This design comes from an exercise in tuning for small area, a short achievable clock period and few clock cycles per item on the open sky130 flow, not from production work. Function was checked by simulation only, so behaviour that the tests miss may differ from the original. Power and IR drop assume default switching activity.

==> flow/design.v <==
`default_nettype none
package tlb_pkg;
	typedef logic [19-1:0] vpn2_t;
	typedef logic [8-1:0] asid_t;
	typedef logic [20-1:0] pfn_t;
	typedef logic [2:0] cache_attr_t;
	typedef logic [$clog2(32)-1:0] tlb_index_t;
	typedef logic [32-1:0] hit_vec_t;
	typedef logic [32-1:0] vaddr_t;
	typedef logic [32-1:0] paddr_t;
	typedef logic [31:0] entry_word_t;
endpackage
`default_nettype wire
`default_nettype none
package tlb_cmd_pkg;
	typedef enum logic [1:0] {
		op_write = 2'd0,
		op_probe = 2'd1,
		op_translate = 2'd2
	} tlb_op_e;
	typedef enum logic {
		st_empty = 1'b0,
		st_full = 1'b1
	} stage_state_e;
endpackage
`default_nettype wire
`timescale 1ns/10ps
`default_nettype none
module tlb_decode (
	input wire logic clk,
	input wire logic rst,
	input wire logic cmd_valid,
	output logic cmd_ready,
	input tlb_cmd_pkg::tlb_op_e cmd_op,
	input tlb_pkg::tlb_index_t cmd_index,
	input tlb_pkg::entry_word_t cmd_entryhi,
	input tlb_pkg::entry_word_t cmd_entrylo0,
	input tlb_pkg::entry_word_t cmd_entrylo1,
	input tlb_pkg::vaddr_t cmd_vaddr,
	output logic req_valid,
	input wire logic req_ready,
	output tlb_cmd_pkg::tlb_op_e req_op,
	output tlb_pkg::tlb_index_t req_index,
	output tlb_pkg::vpn2_t req_vpn2,
	output tlb_pkg::asid_t req_asid,
	output logic req_odd,
	output tlb_pkg::vaddr_t req_vaddr,
	output tlb_pkg::pfn_t req_pfn0,
	output tlb_pkg::cache_attr_t req_attr0,
	output logic req_dirty0,
	output logic req_valid0,
	output tlb_pkg::pfn_t req_pfn1,
	output tlb_pkg::cache_attr_t req_attr1,
	output logic req_dirty1,
	output logic req_valid1,
	output logic req_is_global
);
	tlb_cmd_pkg::stage_state_e state;
	logic take;
	logic is_translate;
	assign cmd_ready = (state == tlb_cmd_pkg::st_empty) || req_ready;
	assign take = cmd_valid && cmd_ready;
	assign is_translate = (cmd_op == tlb_cmd_pkg::op_translate);
	assign req_valid = (state == tlb_cmd_pkg::st_full);
	always_ff @(posedge clk) begin
		if (rst) begin
			state <= tlb_cmd_pkg::st_empty;
		end else if (take) begin
			state <= tlb_cmd_pkg::st_full;
		end else if (req_ready) begin
			state <= tlb_cmd_pkg::st_empty;
		end
	end
	always_ff @(posedge clk) begin
		if (take) begin
			req_op <= cmd_op;
			req_index <= cmd_index;
			req_vaddr <= cmd_vaddr;
			req_vpn2 <= is_translate ? cmd_vaddr[32-1 -: 19]
				: cmd_entryhi[31 -: 19];
			req_odd <= is_translate && cmd_vaddr[12];
			req_asid <= cmd_entryhi[8-1:0];
			req_pfn0 <= cmd_entrylo0[20+5:6];
			req_attr0 <= cmd_entrylo0[5:3];
			req_dirty0 <= cmd_entrylo0[2];
			req_valid0 <= cmd_entrylo0[1];
			req_pfn1 <= cmd_entrylo1[20+5:6];
			req_attr1 <= cmd_entrylo1[5:3];
			req_dirty1 <= cmd_entrylo1[2];
			req_valid1 <= cmd_entrylo1[1];
			req_is_global <= cmd_entrylo0[0] & cmd_entrylo1[0];
		end
	end
endmodule
`default_nettype wire
`timescale 1ns/10ps
`default_nettype none
module tlb_entry_array (
	input wire logic clk,
	input wire logic rst,
	input wire logic req_valid,
	output logic req_ready,
	input tlb_cmd_pkg::tlb_op_e req_op,
	input tlb_pkg::tlb_index_t req_index,
	input tlb_pkg::vpn2_t req_vpn2,
	input tlb_pkg::asid_t req_asid,
	input wire logic req_odd,
	input tlb_pkg::vaddr_t req_vaddr,
	input tlb_pkg::pfn_t req_pfn0,
	input tlb_pkg::cache_attr_t req_attr0,
	input wire logic req_dirty0,
	input wire logic req_valid0,
	input tlb_pkg::pfn_t req_pfn1,
	input tlb_pkg::cache_attr_t req_attr1,
	input wire logic req_dirty1,
	input wire logic req_valid1,
	input wire logic req_is_global,
	output logic match_valid,
	input wire logic match_ready,
	output tlb_cmd_pkg::tlb_op_e match_op,
	output tlb_pkg::vaddr_t match_vaddr,
	output logic match_hit,
	output tlb_pkg::tlb_index_t match_hit_index,
	output tlb_pkg::pfn_t match_pfn,
	output logic match_dirty,
	output logic match_page_valid
);
	tlb_pkg::vpn2_t ent_vpn2 [32];
	tlb_pkg::asid_t ent_asid [32];
	logic ent_global [32];
	tlb_pkg::pfn_t ent_pfn0 [32];
	tlb_pkg::pfn_t ent_pfn1 [32];
	logic ent_dirty0 [32];
	logic ent_dirty1 [32];
	logic ent_pvalid0 [32];
	logic ent_pvalid1 [32];
	tlb_pkg::hit_vec_t ent_valid;
	tlb_pkg::hit_vec_t hit_vec;
	tlb_pkg::tlb_index_t hit_idx;
	tlb_cmd_pkg::stage_state_e state;
	logic take;
	logic write_en;
	assign req_ready = (state == tlb_cmd_pkg::st_empty) || match_ready;
	assign take = req_valid && req_ready;
	assign write_en = take && (req_op == tlb_cmd_pkg::op_write);
	assign match_valid = (state == tlb_cmd_pkg::st_full);
	always_comb begin
		for (int i = 0; i < 32; i++) begin
			hit_vec[i] = ent_valid[i] && (ent_vpn2[i] == req_vpn2)
				&& (ent_global[i] || (ent_asid[i] == req_asid));
		end
	end
	always_comb begin
		hit_idx = '0;
		for (int i = 32 - 1; i >= 0; i--) begin
			if (hit_vec[i]) begin
				hit_idx = tlb_pkg::tlb_index_t'(i);
			end
		end
	end
	always_ff @(posedge clk) begin
		if (write_en) begin
			ent_vpn2[req_index] <= req_vpn2;
			ent_asid[req_index] <= req_asid;
			ent_global[req_index] <= req_is_global;
			ent_pfn0[req_index] <= req_pfn0;
			ent_dirty0[req_index] <= req_dirty0;
			ent_pvalid0[req_index] <= req_valid0;
			ent_pfn1[req_index] <= req_pfn1;
			ent_dirty1[req_index] <= req_dirty1;
			ent_pvalid1[req_index] <= req_valid1;
		end
	end
	always_ff @(posedge clk) begin
		if (rst) begin
			ent_valid <= '0;
		end else if (write_en) begin
			ent_valid[req_index] <= 1'b1;
		end
	end
	always_ff @(posedge clk) begin
		if (rst) begin
			state <= tlb_cmd_pkg::st_empty;
		end else if (take) begin
			state <= tlb_cmd_pkg::st_full;
		end else if (match_ready) begin
			state <= tlb_cmd_pkg::st_empty;
		end
	end
	always_ff @(posedge clk) begin
		if (take) begin
			match_op <= req_op;
			match_vaddr <= req_vaddr;
			match_hit <= |hit_vec;
			match_hit_index <= hit_idx;
			match_pfn <= req_odd ? ent_pfn1[hit_idx] : ent_pfn0[hit_idx];
			match_dirty <= req_odd ? ent_dirty1[hit_idx] : ent_dirty0[hit_idx];
			match_page_valid <= req_odd ? ent_pvalid1[hit_idx] : ent_pvalid0[hit_idx];
		end
	end
endmodule
`default_nettype wire
`timescale 1ns/10ps
`default_nettype none
module tlb_result (
	input wire logic clk,
	input wire logic rst,
	input wire logic match_valid,
	output logic match_ready,
	input tlb_cmd_pkg::tlb_op_e match_op,
	input tlb_pkg::vaddr_t match_vaddr,
	input wire logic match_hit,
	input tlb_pkg::tlb_index_t match_hit_index,
	input tlb_pkg::pfn_t match_pfn,
	input wire logic match_dirty,
	input wire logic match_page_valid,
	output logic rsp_valid,
	input wire logic rsp_ready,
	output tlb_cmd_pkg::tlb_op_e rsp_op,
	output tlb_pkg::paddr_t rsp_paddr,
	output logic rsp_refill,
	output logic rsp_invalid,
	output logic rsp_modified,
	output logic rsp_found,
	output tlb_pkg::tlb_index_t rsp_index
);
	tlb_cmd_pkg::stage_state_e state;
	logic take;
	logic mapped;
	logic found;
	tlb_pkg::paddr_t paddr;
	assign match_ready = (state == tlb_cmd_pkg::st_empty) || rsp_ready;
	assign take = match_valid && match_ready;
	assign rsp_valid = (state == tlb_cmd_pkg::st_full);
	assign mapped = (match_op == tlb_cmd_pkg::op_translate) && !match_vaddr[31];
	assign found = (match_op == tlb_cmd_pkg::op_probe) && match_hit;
	always_comb begin
		paddr = '0;
		if (match_op == tlb_cmd_pkg::op_translate) begin
			if (!mapped) begin
				paddr = match_vaddr;
			end else if (match_hit) begin
				paddr = {match_pfn, match_vaddr[12-1:0]};
			end
		end
	end
	always_ff @(posedge clk) begin
		if (rst) begin
			state <= tlb_cmd_pkg::st_empty;
		end else if (take) begin
			state <= tlb_cmd_pkg::st_full;
		end else if (rsp_ready) begin
			state <= tlb_cmd_pkg::st_empty;
		end
	end
	always_ff @(posedge clk) begin
		if (take) begin
			rsp_op <= match_op;
			rsp_paddr <= paddr;
			rsp_refill <= mapped && !match_hit;
			rsp_invalid <= mapped && match_hit && !match_page_valid;
			rsp_modified <= mapped && match_hit && match_page_valid && !match_dirty;
			rsp_found <= found;
			rsp_index <= found ? match_hit_index : '0;
		end
	end
endmodule
`default_nettype wire
`timescale 1ns/10ps
`default_nettype none
module tlb_top (
	input wire logic clk,
	input wire logic rst,
	input wire logic cmd_valid,
	output logic cmd_ready,
	input tlb_cmd_pkg::tlb_op_e cmd_op,
	input tlb_pkg::tlb_index_t cmd_index,
	input tlb_pkg::entry_word_t cmd_entryhi,
	input tlb_pkg::entry_word_t cmd_entrylo0,
	input tlb_pkg::entry_word_t cmd_entrylo1,
	input tlb_pkg::vaddr_t cmd_vaddr,
	output logic rsp_valid,
	input wire logic rsp_ready,
	output tlb_cmd_pkg::tlb_op_e rsp_op,
	output tlb_pkg::paddr_t rsp_paddr,
	output logic rsp_refill,
	output logic rsp_invalid,
	output logic rsp_modified,
	output logic rsp_found,
	output tlb_pkg::tlb_index_t rsp_index
);
	logic req_valid;
	logic req_ready;
	tlb_cmd_pkg::tlb_op_e req_op;
	tlb_pkg::tlb_index_t req_index;
	tlb_pkg::vpn2_t req_vpn2;
	tlb_pkg::asid_t req_asid;
	logic req_odd;
	tlb_pkg::vaddr_t req_vaddr;
	tlb_pkg::pfn_t req_pfn0;
	tlb_pkg::cache_attr_t req_attr0;
	logic req_dirty0;
	logic req_valid0;
	tlb_pkg::pfn_t req_pfn1;
	tlb_pkg::cache_attr_t req_attr1;
	logic req_dirty1;
	logic req_valid1;
	logic req_is_global;
	logic match_valid;
	logic match_ready;
	tlb_cmd_pkg::tlb_op_e match_op;
	tlb_pkg::vaddr_t match_vaddr;
	logic match_hit;
	tlb_pkg::tlb_index_t match_hit_index;
	tlb_pkg::pfn_t match_pfn;
	logic match_dirty;
	logic match_page_valid;
	tlb_decode tlb_decode_i (
		.clk (clk),
		.rst (rst),
		.cmd_valid (cmd_valid),
		.cmd_ready (cmd_ready),
		.cmd_op (cmd_op),
		.cmd_index (cmd_index),
		.cmd_entryhi (cmd_entryhi),
		.cmd_entrylo0 (cmd_entrylo0),
		.cmd_entrylo1 (cmd_entrylo1),
		.cmd_vaddr (cmd_vaddr),
		.req_valid (req_valid),
		.req_ready (req_ready),
		.req_op (req_op),
		.req_index (req_index),
		.req_vpn2 (req_vpn2),
		.req_asid (req_asid),
		.req_odd (req_odd),
		.req_vaddr (req_vaddr),
		.req_pfn0 (req_pfn0),
		.req_attr0 (req_attr0),
		.req_dirty0 (req_dirty0),
		.req_valid0 (req_valid0),
		.req_pfn1 (req_pfn1),
		.req_attr1 (req_attr1),
		.req_dirty1 (req_dirty1),
		.req_valid1 (req_valid1),
		.req_is_global (req_is_global)
	);
	tlb_entry_array tlb_entry_array_i (
		.clk (clk),
		.rst (rst),
		.req_valid (req_valid),
		.req_ready (req_ready),
		.req_op (req_op),
		.req_index (req_index),
		.req_vpn2 (req_vpn2),
		.req_asid (req_asid),
		.req_odd (req_odd),
		.req_vaddr (req_vaddr),
		.req_pfn0 (req_pfn0),
		.req_attr0 (req_attr0),
		.req_dirty0 (req_dirty0),
		.req_valid0 (req_valid0),
		.req_pfn1 (req_pfn1),
		.req_attr1 (req_attr1),
		.req_dirty1 (req_dirty1),
		.req_valid1 (req_valid1),
		.req_is_global (req_is_global),
		.match_valid (match_valid),
		.match_ready (match_ready),
		.match_op (match_op),
		.match_vaddr (match_vaddr),
		.match_hit (match_hit),
		.match_hit_index (match_hit_index),
		.match_pfn (match_pfn),
		.match_dirty (match_dirty),
		.match_page_valid (match_page_valid)
	);
	tlb_result tlb_result_i (
		.clk (clk),
		.rst (rst),
		.match_valid (match_valid),
		.match_ready (match_ready),
		.match_op (match_op),
		.match_vaddr (match_vaddr),
		.match_hit (match_hit),
		.match_hit_index (match_hit_index),
		.match_pfn (match_pfn),
		.match_dirty (match_dirty),
		.match_page_valid (match_page_valid),
		.rsp_valid (rsp_valid),
		.rsp_ready (rsp_ready),
		.rsp_op (rsp_op),
		.rsp_paddr (rsp_paddr),
		.rsp_refill (rsp_refill),
		.rsp_invalid (rsp_invalid),
		.rsp_modified (rsp_modified),
		.rsp_found (rsp_found),
		.rsp_index (rsp_index)
	);
endmodule
`default_nettype wire
==> flow/run.sh <==
#!/bin/bash
# synth_recipe.tcl (not shown) runs the flow's synth.tcl, then flattens the netlist and writes it again
# the make line also repeats each setting of config.mk as NAME=value (left out here)
make -C /OpenROAD-flow-scripts/flow DESIGN_CONFIG=/design/flow/config.mk WORK_HOME=/design/flow/orfs CLKGATE_MAP_FILE= SYNTH_SCRIPT=/design/flow/synth_recipe.tcl finish
==> flow/config.mk <==
export PLATFORM = sky130hd
export DESIGN_NAME = tlb_top
export DESIGN_NICKNAME = tlb_top
export VERILOG_FILES = /design/flow/design.v
export SDC_FILE = /design/flow/constraint.sdc
export NUM_CORES = 4
export LEC_CHECK = 0
export CAP_MARGIN = 20
export CORE_MARGIN = 2
export CORE_UTILIZATION = 40
export PLACE_DENSITY = 0.6
export SLEW_MARGIN = 20
==> flow/constraint.sdc <==
create_clock -name core_clock -period 6.0 [get_ports {clk}]
set_input_delay 1.2000 -clock core_clock [delete_from_list [all_inputs] [get_ports {clk}]]
set_output_delay 1.2000 -clock core_clock [all_outputs]
set_load 0.01 [all_outputs]
==> summary.txt <==
Synth
  – Fraction of synthesis flops using an asynchronous set or reset pin: 0%
  – Top post-synthesis cells by count: edfxtp_1 (2521), xor2_1 (642), mux2i_1 (433)
  – Syn avg cell area: between 15 and 20 um^2
  – FF+latch count, synth: 2556
  – Yosys top cell area share: just over 70%
  – Synthesis warning total: 3
  – Most repeated cell in the gate-level netlist after synthesis: edfxtp_1
  – Post-synthesis net count: 6639
  – Main flop type after synthesis: edfxtp_1
  – Instance count of the mapped netlist: 6496
  – Synth unique cells: between 80 and 90
  – Top area cells in the synthesized netlist: edfxtp_1 (73%), xor2_1 (5.4%), mux2i_1 (4.2%), xnor2_1 (1.9%), nor4_1 (1.7%)
  – Register area share after synthesis: around three quarters
  – Number of synthesized flops with an enable pin: between 2000 and 3000
  – Synth area leader: edfxtp_1
  – Synth Cell Area: between 0.1 and 0.15 mm^2

Worst setup path
  – Critical-path cell list: buf_12 -> buf_12 -> xor2_1 -> nor4_1 -> a21oi_1 -> or4_1 -> nand2_1 -> a311oi_1 -> o311a_2 -> or3_4 -> buf_12 -> buf_4 -> mux2i_1 -> a222oi_1 -> o21ai_1 -> a211o_1 -> o31ai_1
  – Delay of the slowest cell on the worst path: approximately 0.71 ns
  – Cell mode on critical path: buf_12
  – Type of element launching the critical path: register
  – Critical Path RT: approximately 6.8 ns
  – Critical Setup Path Class: reg -> reg
  – Highest fanout seen on the critical path: 24
  – Type of destination of the critical path: register
  – Arrival time at the worst endpoint: between 6 and 7 ns
  – Slowest cell on crit path: or4_1

Clock network
  – Worst-Skew Late Latency: roughly 0.97 ns
  – CTS Buf Count: about 290
  – Clock sink count: 2556
  – Quantity of hold-fixing buffers added after cts: 0
  – Post-CTS resize count: 0
  – Number of H-tree levels: 5
  – Clock root buffer: clkbuf_16
  – TritonCTS clock tree: built
  – Number of buffers on the longest clock path: 4
  – Register clock-pin slew on the reported worst setup and hold paths: ~0.06 ns
  – Setup fix buffers added after clock tree synthesis: 0

Power
  – Internal power component: ~30 mW
  – Sequential Power Share: about 53%
  – Switching Fraction: about a fifth
  – Peak VDD IR: 242.6 uV
  – Net switching power: 8.084 mW
  – Power density over the cells: ~310 mW/mm^2
  – Combinational share of power: about 4.4%
  – Static power due to leakage: 41.58 nW
  – Clock power frac: between 40 and 50%

GRT
  – Pin count of the biggest net entering global routing: roughly 120
  – Number of antenna violations at the first check in global routing: 7
  – First-pass GRT wire length: between 400 and 500 mm
  – Global-route usage over all layers: a little over a fifth
  – Final global-route overflow total: 0
  – Number of global-route vias before repair: 58170

STA
  – Setup slack of the critical path after layout: between 0.3 and 0.4 ns
  – Shortest period the worst path allows: about 5.7 ns
  – Setup TNS: 0 ns
  – Clk_skew: roughly 0.13 ns
  – Achievable Freq: between 150 and 200 MHz
  – Unrepaired setup endpoints after global routing: false
  – Slew of the pin with the lowest slew margin: about 1.1 ns
  – Number of setup violations in the final report: 0
  – Worst rel slew slack: between 20% and 30%
  – Crit share post-route: 94.98%
  – Final Hold Violating Endpoints: 0
  – Total count of max-transition violations in the final report: 0

Hold path
  – Hold Crit Class: reg -> reg

Floorplanning
  – Core area: between 0.2 and 0.3 mm^2
  – Placement Rows: about 190
  – Die width: roughly 500 um
  – Effective utilization at floorplan: 40.16%
  – I/O pin total: 184
  – Overall die area: ~0.26 mm^2
  – Die Span Y: about 500 um

Finish
  – Post-route design area: about 0.12 mm^2
  – Multi-input gate area in the final layout: roughly 0.026 mm^2
  – Fraction of layout instances using a drive strength above 1: between 10% and 20%
  – Layout Cells excl Fill: ~11000
  – Post-layout nets: 7112
  – Total area of sequential cells: 0.07640 mm^2
  – Signed area change from the synthesized netlist to the final layout: 16.77%
  – Fillcell total: between 20000 and 25000

Placed design
  – Count of placed standard cells including taps: just over 10000
  – Input/output buffers: 160
  – Detailed-placement wirelength estimate: roughly 170 mm
  – DP Area: 0.1129 mm^2
  – Dpl ws: around 0.29 ns
  – Routability congestion estimate: slightly below 0.9

Routing
  – Avg Vias per Cell: ~5.6
  – Vias after detailed routing: between 50000 and 60000
  – Total routed wirelength: 292.7 mm
  – DR WL/cell: around 28 um
  – Antenna viol nets, final: 0
  – DRC violations left: 0
  – First-pass detailed-route iteration total: 8
  – Initial drt markers: 6471

Job
  – Max-cap violations: 0

Run status
  – Result of the run: timing/DRC/antenna clean
[per-stage QoR]
step	hold slack, ns	total power, mW	utilization (%)
finish	0.4182	38.00	46.89
detailed placement	0.4052	22.17	43.59
floorplan	0.4003	21.31	-
CTS	0.4183	38.25	46.88
global placement	0.4018	22.13	43.58
global route	0.4265	39.08	46.88
[cells in the final DEF (no fill, tap or decap), drive strengths merged, types with 17 or more instances in the layout]
cell type,netlist,layout
edfxtp,2521,2521
xor2,642,642
mux2i,433,433
buf,208,387
clkbuf,153,358
nor2,313,313
nor4,285,285
nand2,252,252
a21oi,242,242
xnor2,223,223
clkdlybuf4s50,0,159
nand4,147,147
nand3,126,126
o21ai,117,117
clkinv,1,108
or4,58,58
a22oi,51,51
nand2b,48,48
a32oi,46,46
o31ai,45,45
a221oi,45,45
mux2,45,45
dfxtp,35,35
nand4b,32,32
nor4b,32,32
and2,31,31
a31oi,27,27
a21boi,27,27
nand3b,24,24
a211oi,23,23
a22o,23,23
o22ai,22,22
o221ai,22,22
inv,18,22
a32o,21,21
o21a,21,21
a222oi,21,21
a211o,21,21
nor3,17,17
[registers in the layout, summed over array words and instances, names as in the netlist, 19 cells and up]
name                           flops
tlb_entry_array_i.ent_asid       256
tlb_entry_array_i.ent_pvalid0     32
tlb_decode_i.req_pfn1             20
tlb_entry_array_i.ent_pfn0       640
tlb_entry_array_i.ent_dirty1      32
tlb_entry_array_i.ent_vpn2       608
tlb_decode_i.req_pfn0             20
tlb_entry_array_i.ent_valid       32
tlb_entry_array_i.ent_dirty0      32
tlb_entry_array_i.ent_pfn1       640
tlb_entry_array_i.match_vaddr     32
tlb_result_i.rsp_paddr            32
tlb_entry_array_i.ent_global      32
tlb_entry_array_i.ent_pvalid1     32
tlb_entry_array_i.match_pfn       20
tlb_decode_i.req_vpn2             19
tlb_decode_i.req_vaddr            32
[logic make-up after synthesis]
logic type / count (synthesis) / share of synthesized area (%)
and+or+nand+nor: 1404 / 7.231
buffers and inverters: 380 / 1.960
adders and majority gates: 4 / 0.04812
AOI/OAI and AO/OA: 809 / 5.364
DFF: 2556 / 73.46
muxes: 478 / 4.654
xor gates and xnor gates: 865 / 7.284
[power by group through the flow]
stage                     Clock (mW)  Combinational, mW  Sequential, mW
after floorplan                    0              0.839            20.5
after global routing            17.2               1.77            20.1
after global placement             0               1.64            20.5
final                           16.2               1.65            20.1
after detailed placement           0               1.66            20.5
after CTS                       16.5               1.67            20.1
[layout make-up]
class / count / area share, %
antenna: 5 / 0.01030
multi-input combinational: 3560 / 21.42
timing repair buffer: 546 / 5.081
sequential: 2556 / 62.91
clock inverter: 124 / 0.7057
inverter: 19 / 0.06182
clock buffer: 358 / 6.304
tap: 3402 / 3.505
[final timing paths]
kind                                                 from                                to  slack (ns)  cells past startpoint
worst max register to register   tlb_decode_i.req_asid[0]   tlb_entry_array_i.match_pfn[16]        0.30                     17
worst min register to register  tlb_decode_i.req_vaddr[6]  tlb_entry_array_i.match_vaddr[6]        0.42                      0
worst min-delay path            tlb_decode_i.req_vaddr[6]  tlb_entry_array_i.match_vaddr[6]        0.42                      0
worst max-delay path             tlb_decode_i.req_asid[0]   tlb_entry_array_i.match_pfn[16]        0.30                     17
[worst max-delay path: cells and delay by family (launching register included)]
kind | cells | cell delay [ns]
and+or+nand+nor | 4 | 2.00
AOI/OAI and AO/OA | 7 | 2.00
buffers and inverters | 4 | 0.77
DFF | 1 | 0.41
xor gates and xnor gates | 1 | 0.17
muxes | 1 | 0.12
[routing by layer]
layer  routed length [um]  GRT usage (%)  vias to the layer above
li1                     -              -                    26220
met1               118300          28.66                    30350
met3                21210          3.497                      589
met5                   27              0                        -
met2               139900          35.64                     2429
met4                13290          9.208                        4
Testbench counts, summed over its fixed seeds: cycles 9,624, items 9,600.

-- afterwards: timing with drivers on the ports --
Ports are ideal in the flow. The routed layout listed here was re-timed in OpenROAD. Step 1, drivers: a clkbuf_16 drives clk and a buf_2 each remaining input, both assumed. Step 2, shift: input delay + t, output delay - t, t = (earliest + latest rising clock arrival at the registers) / 2. This alone moves slack from input paths to output paths. Three values: ideal, step 1, step 2; two values: the first two.
t, ns: 1.001
slack for setup (ns): 0.301 / 0.301 / 0.301
clock arrival spread, ns: 0.127 / 0.127
After both steps this run still meets setup and hold. For this run, drivers alone change the setup slack by 0.000 ns; drivers and shift together by 0.000 ns.
